What follows belongs to an exercise in optimizing a design on an open flow for small area; a production flow would make more cautious choices.
Only simulation tests tie the RTL to the original design; equivalence was not proved.
Power figures rest on the tool's default switching activity, not on a simulated workload.

Setup of sierra:
// pulse_train_peak_capture
module pulse_train_peak_capture
#(
    parameter int SENSOR_BITS = ptpc_pkg::SENSOR_BITS_DEF,
    parameter int US_PER_MS   = ptpc_pkg::US_PER_MS_DEF
)
(
    input  logic                        clk,
    input  logic                        rst_n,
    input  logic                        in_valid,
    output logic                        in_stall,
    input  logic [1:0]                  cmd,
    input  logic [31:0]                 now_us,
    input  logic [SENSOR_BITS-1:0]      hall_low_mv,
    input  logic [SENSOR_BITS-1:0]      hall_high_mv,
    output logic                        out_valid,
    input  logic                        out_stall,
    output logic                        run_active,
    output logic                        run_finished,
    output logic [7:0]                  pwm_level,
    output logic [2:0]                  phase_code,
    output logic [7:0]                  pulse_number,
    output logic [SENSOR_BITS-1:0]      peak_low_mv,
    output logic [SENSOR_BITS-1:0]      peak_high_mv,
    output logic signed [SENSOR_BITS:0] peak_low_delta,
    output logic signed [SENSOR_BITS:0] peak_high_delta,
    input  logic                        cfg_valid,
    output logic                        cfg_ready,
    input  logic [2:0]                  cfg_index,
    input  logic [15:0]                 cfg_data
);
Size in the first run: about 1500 cells after synthesis, about 280 flip-flops, roughly 180 I/O pins, roughly 0.015 sq mm of cells after synthesis.
export LEC_CHECK = 0
export ABC_AREA = 1
export CAP_MARGIN = 0
export CORE_MARGIN = 2
export CORE_UTILIZATION = 65
export SLEW_MARGIN = 0
create_clock -name core_clock -period 8.0 [get_ports {clk}]
standard.sh (not shown) runs the stock make flow with config.mk's settings and CLKGATE_MAP_FILE= SYNTH_SCRIPT=/design/flow/synth_recipe.tcl, a recipe that flattens the netlist after the stock synthesis.
==> flow/flow/run.sh <==
#!/bin/bash
# Standard layout (bash standard.sh), with two changes passed to ORFS:
#  - the port buffers are the smallest buffer, sky130_fd_sc_hd__buf_1;
#  - the clock tree uses clkbuf_4 buffers in clusters of at most 9 sinks,
#    without dummy loads.
# Each tool writes its full output to its own log under orfs/logs/; make's
# own output goes to flow_make.log in this folder.
set -euo pipefail
export BUFFER_PORTS_ARGS="-buffer_cell sky130_fd_sc_hd__buf_1"
export CTS_ARGS="-sink_clustering_enable -repair_clock_nets -buf_list sky130_fd_sc_hd__clkbuf_4 -sink_clustering_size 9 -sink_clustering_max_diameter 50 -dont_use_dummy_load"
bash standard.sh finish > flow_make.log 2>&1
No stage failed in sierra, and the final checks on the layout all came back clean.
Setup changes, sierra to violet
# sierra
export LEC_CHECK = 0
export ABC_AREA = 1
export CAP_MARGIN = 0
export CORE_MARGIN = 2
export CORE_UTILIZATION = 65
export SLEW_MARGIN = 0
create_clock -name core_clock -period 8.0 [get_ports {clk}]
# violet
export LEC_CHECK = 0
export ABC_AREA = 1
export CAP_MARGIN = 0
export CORE_MARGIN = 2
export CORE_UTILIZATION = 75
export SLEW_MARGIN = 0
create_clock -name core_clock -period 8.0 [get_ports {clk}]
==> flow/flow/run.sh <==
#!/bin/bash
# Standard layout (bash standard.sh) with three changes passed to ORFS:
#  - synthesis maps with flow/abc_area.script in place of ORFS's ABC area
#    script (a copy of ORFS's scripts folder, scripts_abc/, differs from it
#    in that one file; the registers, and every other step, are unchanged);
#  - the port buffers are the smallest buffer, sky130_fd_sc_hd__buf_1;
#  - the clock tree uses clkbuf_4 buffers in clusters of at most 9 sinks,
#    without dummy loads.
# Each tool writes its full output to its own log under orfs/logs/; make's
# own output goes to flow_make.log in this folder.
set -euo pipefail
rm -rf scripts_abc
cp -r "$FLOW_HOME/scripts" scripts_abc
cp flow/abc_area.script scripts_abc/abc_area.script
export BUFFER_PORTS_ARGS="-buffer_cell sky130_fd_sc_hd__buf_1"
export CTS_ARGS="-sink_clustering_enable -repair_clock_nets -buf_list sky130_fd_sc_hd__clkbuf_4 -sink_clustering_size 9 -sink_clustering_max_diameter 50 -dont_use_dummy_load"
bash standard.sh SCRIPTS_DIR="$PWD/scripts_abc" finish > flow_make.log 2>&1
==> flow/flow/abc_area.script (new file) <==
strash
dc2
dch -f
map -a
topo
stime -c
Notes after the runs:
- Relative to sierra, total length of routed met3 wires increased by about 28% in violet.
- violet has global routing usage summed across all routing layers above what sierra had.
- Summary of violet over sierra: total power draw -0.00050 W; worst-skew pair later-pin latency ~0 delta; final period demand of the worst path +0.62 ns; clock share of power +1.2 points; worst slack on hold paths +0.0096 ns.
- Changes observed in violet relative to sierra: total stage count of the critical path went down about 12%; worst setup slack went down 0.62 ns.
- In summary, violet completed successfully, with a layout that passed the timing, design-rule and antenna checks.
- Worst setup slack after placement: violet lower than sierra
Relative to violet, the following input files were edited for raven:
# violet
export LEC_CHECK = 0
export ABC_AREA = 1
export CAP_MARGIN = 0
export CORE_MARGIN = 2
export CORE_UTILIZATION = 75
export SLEW_MARGIN = 0
create_clock -name core_clock -period 8.0 [get_ports {clk}]
# raven
export LEC_CHECK = 0
export ABC_AREA = 1
export CAP_MARGIN = 0
export CORE_MARGIN = 2
export CORE_UTILIZATION = 40
export SLEW_MARGIN = 0
create_clock -name core_clock -period 8.0 [get_ports {clk}]
### Flow results
- raven did not stop at any stage, and its layout met the timing, design-rule and antenna checks.
- Detailed-route wire length went up slightly going from violet to raven.
- From violet to raven the numbers moved as follows: power density normalized to cell area went down 0.52%, ratio of final minimum period to clock period decreased 0.99 points, via count of the first global-routing pass decreased by 3.6% relative to the old numbers, peak supply drop now sits lower.
- Of violet and raven, raven shows the lower initial core utilization, with violet above it.
Edits applied to the flow inputs when going from raven to harbor:
# raven
export LEC_CHECK = 0
export ABC_AREA = 1
export CAP_MARGIN = 0
export CORE_MARGIN = 2
export CORE_UTILIZATION = 40
export SLEW_MARGIN = 0
create_clock -name core_clock -period 8.0 [get_ports {clk}]
# harbor
export LEC_CHECK = 0
export ABC_AREA = 1
export CAP_MARGIN = 0
export CORE_MARGIN = 2
export CORE_UTILIZATION = 65
export PLACE_DENSITY = 0.75
export SLEW_MARGIN = 0
create_clock -name core_clock -period 8.0 [get_ports {clk}]
[summary]
- Per the comparison of harbor with raven, routing usage on met3 went up 1.3 points; finished layout cell area went down 300 sq um; first-pass GRT wire length went down 4.3%; average via count per standard cell went up 0.62; global-route usage went up 8.6 points.
- harbor ends up with higher sequential share of layout area than raven does.
- Comparing harbor with raven, the share of synthesized flip-flops with an asynchronous set or reset came out essentially unchanged.
- raven consumes more power than harbor.
- Number of DRC markers in iteration 0: harbor vs raven up 207

afterwards: timing with drivers on the ports:
No port has a modelled driver above. Below, the same layouts with a new extraction and two added sets of constraints. Step 1, drivers: a clkbuf_16 drives clk and a buf_2 each remaining input, both assumed. Step 2 adds t to the input delays and takes it off the output delays; t is the mean of the earliest and latest rising clock arrival at the registers after step 1. Input paths then give back, and output paths get back, about the clock's delay inside the block. a / b / c = ideal ports / drivers / drivers and shift; a / b = the first two.
run	t (ns)	setup WS [ns]	worst hold slack (ns)	slew at the worst register clock pin (ns)	pins driven straight from the clock port
sierra	0.670	1.010 / 1.010 / 1.010	0.451 / 0.451 / 0.451	0.10 / 0.10	1
violet	0.664	0.395 / 0.395 / 0.395	0.461 / 0.461 / 0.461	0.10 / 0.10	1
raven	0.768	0.474 / 0.474 / 0.474	0.421 / 0.421 / 0.421	0.10 / 0.10	1
harbor	0.651	0.645 / 0.645 / 0.645	0.467 / 0.467 / 0.467	0.10 / 0.10	1
After both steps every run listed still meets setup and hold.
